Source: an optimization exercise on an open RTL-to-GDS flow (aim: a short achievable clock period and few clock cycles per item). Production flows keep margins and buffers that such runs may drop. RTL that was checked went through simulation tests only; none was proved equivalent to the original.

==> inputs of run a <==
==> flow/design.v <==
`default_nettype none
package srcPkg;
    localparam int InstrWidth   = 32;   
    localparam int RegCount     = 16;
    localparam int RegAddrWidth = 4;    
    localparam int ImmWidth     = 19;   
    localparam int OpcodeWidth  = 5;
    localparam logic [OpcodeWidth-1:0] OpAdd  = 5'd3;
    localparam logic [OpcodeWidth-1:0] OpSub  = 5'd4;
    localparam logic [OpcodeWidth-1:0] OpAnd  = 5'd5;
    localparam logic [OpcodeWidth-1:0] OpOr   = 5'd6;
    localparam logic [OpcodeWidth-1:0] OpShr  = 5'd7;
    localparam logic [OpcodeWidth-1:0] OpShra = 5'd8;
    localparam logic [OpcodeWidth-1:0] OpShl  = 5'd9;
    localparam logic [OpcodeWidth-1:0] OpRor  = 5'd10;
    localparam logic [OpcodeWidth-1:0] OpRol  = 5'd11;
    localparam logic [OpcodeWidth-1:0] OpAddi = 5'd12;
    localparam logic [OpcodeWidth-1:0] OpAndi = 5'd13;
    localparam logic [OpcodeWidth-1:0] OpOri  = 5'd14;
    localparam logic [OpcodeWidth-1:0] OpNeg    = 5'd17;   
    localparam logic [OpcodeWidth-1:0] OpNot    = 5'd18;
    localparam logic [OpcodeWidth-1:0] OpBranch = 5'd19;   
    typedef struct packed {
        logic [InstrWidth-1:0]   x;         
        logic [InstrWidth-1:0]   y;         
        logic                    cin;       
        logic [InstrWidth-1:0]   shHi;      
        logic [InstrWidth-1:0]   shLo;      
        logic [4:0]              shAmt;     
        logic                    selAdd;
        logic                    selAnd;
        logic                    selOr;
        logic                    selShR;
        logic                    selShL;
        logic [RegAddrWidth-1:0] destReg;
        logic                    writes;
        logic                    branchTaken;
        logic                    illegal;
    } DecodedOp;
endpackage
`default_nettype wire
`default_nettype none
module regBank (
    input  logic                                     Clock,
    input  logic                                     rstN,
    input  logic                                     wrEn,
    input  logic [srcPkg::RegAddrWidth-1:0]          wrAddr,
    input  logic [srcPkg::InstrWidth-1:0]            wrData,
    output logic [srcPkg::RegCount*srcPkg::InstrWidth-1:0] regsFlat,
    output logic [srcPkg::RegCount-1:0]              regZero,
    output logic [srcPkg::RegCount-1:0]              regNeg
);
    for (genvar i = 0; i < srcPkg::RegCount; i++) begin : g_reg
        logic [srcPkg::InstrWidth-1:0] r;   
        always_ff @(posedge Clock) begin
            if (!rstN) r <= '0;
            else if (wrEn && wrAddr == i) r <= wrData;
        end
        assign regsFlat[i*srcPkg::InstrWidth +: srcPkg::InstrWidth] = r;
        assign regZero[i] = (r == '0);
        assign regNeg[i]  = r[srcPkg::InstrWidth-1];
    end
endmodule
`default_nettype wire
`default_nettype none
module instrDecode (
    input  logic [srcPkg::InstrWidth-1:0]            instr,
    input  logic [srcPkg::RegCount*srcPkg::InstrWidth-1:0] regsFlat,
    input  logic [srcPkg::RegCount-1:0]              regZero,
    input  logic [srcPkg::RegCount-1:0]              regNeg,
    output srcPkg::DecodedOp                         dec
);
    localparam int W = srcPkg::InstrWidth;
    logic [4:0]  op;
    logic [3:0]  ra, rb, rc;
    logic [1:0]  cond;
    logic [W-1:0] imm, bVal, cVal, bRev;
    logic [15:0] rbHot, rcHot, raHot;
    logic isAdd, isSub, isAnd, isOr, isShr, isShra, isShl, isRor, isRol;
    logic isAddi, isAndi, isOri, isNeg, isNot, isBr;
    logic zeroA, negA, condMet;
    assign op   = instr[31:27];
    assign ra   = instr[26:23];
    assign rb   = instr[22:19];
    assign rc   = instr[18:15];
    assign cond = instr[20:19];
    assign imm  = {{(W - srcPkg::ImmWidth){instr[18]}}, instr[18:0]};
    always_comb begin
        for (int i = 0; i < 16; i++) begin
            rbHot[i] = (rb == i);
            rcHot[i] = (rc == i);
            raHot[i] = (ra == i);
        end
    end
    always_comb begin
        bVal  = '0;
        cVal  = '0;
        zeroA = 1'b0;
        negA  = 1'b0;
        for (int i = 0; i < 16; i++) begin
            bVal  = bVal  | ({W{rbHot[i]}} & regsFlat[i*W +: W]);
            cVal  = cVal  | ({W{rcHot[i]}} & regsFlat[i*W +: W]);
            zeroA = zeroA | (raHot[i] & regZero[i]);
            negA  = negA  | (raHot[i] & regNeg[i]);
        end
    end
    always_comb begin
        for (int i = 0; i < W; i++) bRev[i] = bVal[W-1-i];
    end
    assign isAdd  = (op == srcPkg::OpAdd);
    assign isSub  = (op == srcPkg::OpSub);
    assign isAnd  = (op == srcPkg::OpAnd);
    assign isOr   = (op == srcPkg::OpOr);
    assign isShr  = (op == srcPkg::OpShr);
    assign isShra = (op == srcPkg::OpShra);
    assign isShl  = (op == srcPkg::OpShl);
    assign isRor  = (op == srcPkg::OpRor);
    assign isRol  = (op == srcPkg::OpRol);
    assign isAddi = (op == srcPkg::OpAddi);
    assign isAndi = (op == srcPkg::OpAndi);
    assign isOri  = (op == srcPkg::OpOri);
    assign isNeg  = (op == srcPkg::OpNeg);
    assign isNot  = (op == srcPkg::OpNot);
    assign isBr   = (op == srcPkg::OpBranch);
    always_comb begin
        case (cond)
            2'd0:    condMet = zeroA;
            2'd1:    condMet = !zeroA;
            2'd2:    condMet = negA;
            default: condMet = !negA;
        endcase
    end
    logic useImm, unary, leftSh;
    assign useImm = isAddi | isAndi | isOri;
    assign unary  = isNeg | isNot;
    assign leftSh = isShl | isRol;
    always_comb begin
        dec = '0;
        dec.x   = unary ? '0 : bVal;
        dec.y   = useImm ? imm : isSub ? ~cVal : unary ? ~bVal : cVal;
        dec.cin = isSub | isNeg;
        dec.shLo  = leftSh ? bRev : bVal;
        dec.shHi  = isRor ? bVal : isRol ? bRev : isShra ? {W{bVal[W-1]}} : '0;
        dec.shAmt = cVal[4:0];
        dec.selAdd = isAdd | isSub | isAddi | isNeg;
        dec.selAnd = isAnd | isAndi;
        dec.selOr  = isOr | isOri | isNot;
        dec.selShR = isShr | isShra | isRor;
        dec.selShL = leftSh;
        dec.destReg     = ra;
        dec.writes      = isAdd | isSub | isAnd | isOr | isShr | isShra | isShl | isRor |
                          isRol | isAddi | isAndi | isOri | isNeg | isNot;
        dec.branchTaken = isBr & condMet;
        dec.illegal     = !(dec.writes | isBr);
    end
endmodule
`default_nettype wire
`default_nettype none
module aluExecute (
    input  srcPkg::DecodedOp              dec,
    output logic [srcPkg::InstrWidth-1:0] value
);
    localparam int W = srcPkg::InstrWidth;
    logic [W-1:0] p, g, sum, sh, shRev;
    logic [2*W-1:0] funnel;
    assign p = dec.x ^ dec.y;
    assign g = dec.x & dec.y;
    logic [W-1:0] gk [6];
    logic [W-1:0] pk [6];
    always_comb begin
        gk[0] = g;
        pk[0] = p;
        gk[0][0] = g[0] | (p[0] & dec.cin);
        for (int k = 0; k < 5; k++) begin
            for (int i = 0; i < W; i++) begin
                if (i >= (1 << k)) begin
                    gk[k+1][i] = gk[k][i] | (pk[k][i] & gk[k][i - (1 << k)]);
                    pk[k+1][i] = pk[k][i] & pk[k][i - (1 << k)];
                end else begin
                    gk[k+1][i] = gk[k][i];
                    pk[k+1][i] = pk[k][i];
                end
            end
        end
        sum[0] = p[0] ^ dec.cin;
        for (int i = 1; i < W; i++) sum[i] = p[i] ^ gk[5][i-1];
    end
    assign funnel = {dec.shHi, dec.shLo} >> dec.shAmt;
    assign sh     = funnel[W-1:0];
    always_comb begin
        for (int i = 0; i < W; i++) shRev[i] = sh[W-1-i];
    end
    assign value = ({W{dec.selAdd}} & sum) |
                   ({W{dec.selAnd}} & g) |
                   ({W{dec.selOr}}  & (p | g)) |
                   ({W{dec.selShR}} & sh) |
                   ({W{dec.selShL}} & shRev);
endmodule
`default_nettype wire
`default_nettype none
module resultStage (
    input  logic                  Clock,
    input  logic                  rstN,
    input  logic                  req,
    input  srcPkg::DecodedOp      decNext,
    output srcPkg::DecodedOp      dec,
    output logic                  ack
);
    always_ff @(posedge Clock) begin
        if (!rstN) ack <= 1'b0;
        else       ack <= req;
    end
    always_ff @(posedge Clock) begin
        if (!ack) dec <= decNext;
    end
endmodule
`default_nettype wire
`default_nettype none
module srcCore (
    input  logic                            Clock,
    input  logic                            rstN,
    input  logic                            req,
    input  logic [srcPkg::InstrWidth-1:0]   instr,
    output logic                            ack,
    output logic [srcPkg::InstrWidth-1:0]   result,
    output logic [srcPkg::RegAddrWidth-1:0] resultReg,
    output logic                            wrote,
    output logic                            branchTaken,
    output logic                            illegal
);
    logic [srcPkg::RegCount*srcPkg::InstrWidth-1:0] regsFlat;
    logic [srcPkg::RegCount-1:0] regZero, regNeg;
    srcPkg::DecodedOp            decNext, dec;
    logic [srcPkg::InstrWidth-1:0] value;
    regBank regBank_inst (
        .Clock    (Clock),
        .rstN     (rstN),
        .wrEn     (ack && dec.writes),   
        .wrAddr   (dec.destReg),
        .wrData   (value),
        .regsFlat (regsFlat),
        .regZero  (regZero),
        .regNeg   (regNeg)
    );
    instrDecode instrDecode_inst (
        .instr    (instr),
        .regsFlat (regsFlat),
        .regZero  (regZero),
        .regNeg   (regNeg),
        .dec      (decNext)
    );
    resultStage resultStage_inst (
        .Clock   (Clock),
        .rstN    (rstN),
        .req     (req),
        .decNext (decNext),
        .dec     (dec),
        .ack     (ack)
    );
    aluExecute aluExecute_inst (
        .dec   (dec),
        .value (value)
    );
    assign result      = value;
    assign resultReg   = dec.destReg;
    assign wrote       = dec.writes;
    assign branchTaken = dec.branchTaken;
    assign illegal     = dec.illegal;
endmodule
`default_nettype wire
==> flow/run.sh <==
#!/bin/bash
# synth_recipe.tcl (not shown) runs the flow's synth.tcl, then flattens the netlist and writes it again
# the make line also repeats each setting of config.mk as NAME=value (left out here)
make -C /OpenROAD-flow-scripts/flow DESIGN_CONFIG=/design/flow/config.mk WORK_HOME=/design/flow/orfs CLKGATE_MAP_FILE= SYNTH_SCRIPT=/design/flow/synth_recipe.tcl finish
==> flow/config.mk <==
export PLATFORM = sky130hd
export DESIGN_NAME = srcCore
export DESIGN_NICKNAME = srcCore
export VERILOG_FILES = /design/flow/design.v
export SDC_FILE = /design/flow/constraint.sdc
export NUM_CORES = 4
export LEC_CHECK = 0
export ABC_CLOCK_PERIOD_IN_PS = 2000
export CAP_MARGIN = 20
export CORE_MARGIN = 2
export CORE_UTILIZATION = 40
export SETUP_SLACK_MARGIN = 4.4
export SLEW_MARGIN = 20
export TNS_END_PERCENT = 100
==> flow/constraint.sdc <==
create_clock -name core_clock -period 8.0 [get_ports {Clock}]
set_input_delay 1.6000 -clock core_clock [delete_from_list [all_inputs] [get_ports {Clock}]]
set_output_delay 1.6000 -clock core_clock [all_outputs]
set_load 0.01 [all_outputs]
==> run b (differences from run a) <==
--- a/flow/design.v
+++ b/flow/design.v
@@ -23,11 +23,10 @@
     typedef struct packed {
-        logic [InstrWidth-1:0]   x;         
-        logic [InstrWidth-1:0]   y;         
+        logic [InstrWidth-1:0]   p;         
+        logic [InstrWidth-1:0]   gs;        
+        logic [InstrWidth-1:0]   ps;        
         logic                    cin;       
-        logic [InstrWidth-1:0]   shHi;      
-        logic [InstrWidth-1:0]   shLo;      
-        logic [4:0]              shAmt;     
+        logic [InstrWidth-1:0]   logicRes;  
+        logic [InstrWidth+6:0]   shMid;     
+        logic [2:0]              shFine;    
         logic                    selAdd;
-        logic                    selAnd;
-        logic                    selOr;
         logic                    selShR;
@@ -136,40 +135,16 @@
     assign leftSh = isShl | isRol;
-    always_comb begin
-        dec = '0;
-        dec.x   = unary ? '0 : bVal;
-        dec.y   = useImm ? imm : isSub ? ~cVal : unary ? ~bVal : cVal;
-        dec.cin = isSub | isNeg;
-        dec.shLo  = leftSh ? bRev : bVal;
-        dec.shHi  = isRor ? bVal : isRol ? bRev : isShra ? {W{bVal[W-1]}} : '0;
-        dec.shAmt = cVal[4:0];
-        dec.selAdd = isAdd | isSub | isAddi | isNeg;
-        dec.selAnd = isAnd | isAndi;
-        dec.selOr  = isOr | isOri | isNot;
-        dec.selShR = isShr | isShra | isRor;
-        dec.selShL = leftSh;
-        dec.destReg     = ra;
-        dec.writes      = isAdd | isSub | isAnd | isOr | isShr | isShra | isShl | isRor |
-                          isRol | isAddi | isAndi | isOri | isNeg | isNot;
-        dec.branchTaken = isBr & condMet;
-        dec.illegal     = !(dec.writes | isBr);
-    end
-endmodule
-`default_nettype wire
-`default_nettype none
-module aluExecute (
-    input  srcPkg::DecodedOp              dec,
-    output logic [srcPkg::InstrWidth-1:0] value
-);
-    localparam int W = srcPkg::InstrWidth;
-    logic [W-1:0] p, g, sum, sh, shRev;
+    logic [W-1:0]   x, y, p, g;
+    logic [W-1:0]   gk [3];
+    logic [W-1:0]   pk [3];
     logic [2*W-1:0] funnel;
-    assign p = dec.x ^ dec.y;
-    assign g = dec.x & dec.y;
-    logic [W-1:0] gk [6];
-    logic [W-1:0] pk [6];
-    always_comb begin
+    logic [W-1:0]   shLo, shHi;
+    always_comb begin
+        x = unary ? '0 : bVal;
+        y = useImm ? imm : isSub ? ~cVal : unary ? ~bVal : cVal;
+        p = x ^ y;
+        g = x & y;
         gk[0] = g;
         pk[0] = p;
-        gk[0][0] = g[0] | (p[0] & dec.cin);
-        for (int k = 0; k < 5; k++) begin
+        gk[0][0] = g[0] | (p[0] & (isSub | isNeg));
+        for (int k = 0; k < 2; k++) begin
             for (int i = 0; i < W; i++) begin
@@ -184,7 +159,53 @@
         end
-        sum[0] = p[0] ^ dec.cin;
-        for (int i = 1; i < W; i++) sum[i] = p[i] ^ gk[5][i-1];
-    end
-    assign funnel = {dec.shHi, dec.shLo} >> dec.shAmt;
-    assign sh     = funnel[W-1:0];
+        shLo   = leftSh ? bRev : bVal;
+        shHi   = isRor ? bVal : isRol ? bRev : isShra ? {W{bVal[W-1]}} : '0;
+        funnel = {shHi, shLo} >> {cVal[4:3], 3'b000};
+    end
+    always_comb begin
+        dec = '0;
+        dec.p        = p;
+        dec.gs       = gk[2];
+        dec.ps       = pk[2];
+        dec.cin      = isSub | isNeg;
+        dec.logicRes = ({W{isAnd | isAndi}} & g) | ({W{isOr | isOri | isNot}} & (x | y));
+        dec.shMid    = funnel[W+6:0];
+        dec.shFine   = cVal[2:0];
+        dec.selAdd = isAdd | isSub | isAddi | isNeg;
+        dec.selShR = isShr | isShra | isRor;
+        dec.selShL = leftSh;
+        dec.destReg     = ra;
+        dec.writes      = isAdd | isSub | isAnd | isOr | isShr | isShra | isShl | isRor |
+                          isRol | isAddi | isAndi | isOri | isNeg | isNot;
+        dec.branchTaken = isBr & condMet;
+        dec.illegal     = !(dec.writes | isBr);
+    end
+endmodule
+`default_nettype wire
+`default_nettype none
+module aluExecute (
+    input  srcPkg::DecodedOp              dec,
+    output logic [srcPkg::InstrWidth-1:0] value
+);
+    localparam int W = srcPkg::InstrWidth;
+    logic [W-1:0] sum, sh, shRev;
+    logic [W-1:0] gk [4];
+    logic [W-1:0] pk [4];
+    always_comb begin
+        gk[0] = dec.gs;
+        pk[0] = dec.ps;
+        for (int k = 0; k < 3; k++) begin
+            for (int i = 0; i < W; i++) begin
+                if (i >= (4 << k)) begin
+                    gk[k+1][i] = gk[k][i] | (pk[k][i] & gk[k][i - (4 << k)]);
+                    pk[k+1][i] = pk[k][i] & pk[k][i - (4 << k)];
+                end else begin
+                    gk[k+1][i] = gk[k][i];
+                    pk[k+1][i] = pk[k][i];
+                end
+            end
+        end
+        sum[0] = dec.p[0] ^ dec.cin;
+        for (int i = 1; i < W; i++) sum[i] = dec.p[i] ^ gk[3][i-1];
+    end
+    assign sh = W'(dec.shMid >> dec.shFine);
     always_comb begin
@@ -193,4 +214,3 @@
     assign value = ({W{dec.selAdd}} & sum) |
-                   ({W{dec.selAnd}} & g) |
-                   ({W{dec.selOr}}  & (p | g)) |
+                   dec.logicRes |
                    ({W{dec.selShR}} & sh) |
--- a/flow/config.mk
+++ b/flow/config.mk
@@ -10,3 +10,4 @@
 export CORE_MARGIN = 2
-export CORE_UTILIZATION = 40
+export CORE_UTILIZATION = 65
+export PLACE_DENSITY = 0.75
 export SETUP_SLACK_MARGIN = 4.4
==> comparison table <==
quantity	run b	run a
Outcome	aborted with a tool error	finished clean
Failing step	global routing	-
Sinks on Clock Net	688	658
Post-CTS setup buffer count	414	184
Netlist area before placement	0.0393 mm²	0.0378 mm²
Horizontal die dimension	250 µm	312 µm
DP HPWL	133,000 µm	132,000 µm
Share of Yosys cell area claimed by the top area cell type	26.1%	27.1%
Warnings from Yosys	8	6
Proportion of synthesized area in mux cells	8.49%	7.58%
Count of placed standard cells including taps	4,874	5,359
Most used standard cell by instance count after synthesis	sky130_fd_sc_hd__dfxtp_1	sky130_fd_sc_hd__o21ai_0
Die extent in y	250 µm	312 µm
Site row count	90	112
Seq/Total Area, Yosys	39.5%	38.7%
Seq cells post-synth	688	658
Syn nets	4,431	4,429
Synth Area in Compound Gates	28.9%	33.0%
Resized Gates After CTS	1,019	461
XOR/XNOR Fraction of Synth Area	0.669%	0.509%
Mean cell area of the mapped netlist	9.07 µm²	8.74 µm²
Instance area after placement	0.0412 mm²	0.0401 mm²
Minimum setup slack after placement	1890 ps	1720 ps
Testbench counts of run b, summed over its fixed seeds: cycles 6,400, items 3,200.
Function not checked in run a: the RTL went through the layout flow alone.

[port drivers added, routing unchanged]
How much do the figures lean on ideal ports? The routed layout below was timed once more, with nothing changed but the port constraints.
Step 1, drivers: a clkbuf_16 drives Clock and a buf_2 each remaining input, both assumed.
Step 2 also shifts input and output timing later by t, the mid clock arrival at the registers, as if the neighbouring blocks saw the same clock.
a / b / c = ideal / step 1 / step 2; a / b = the first two.
run: run a
t (ns): 0.746
setup WS [ns]: 2.469 / 2.393 / 3.139
hold slack, ns: 0.544 / 0.544 / 0.544
worst setup path after step 2: register to output
After both steps run a still meets setup and hold. The setup slack of run a moves by -0.076 ns with the drivers and by +0.670 ns with both steps.
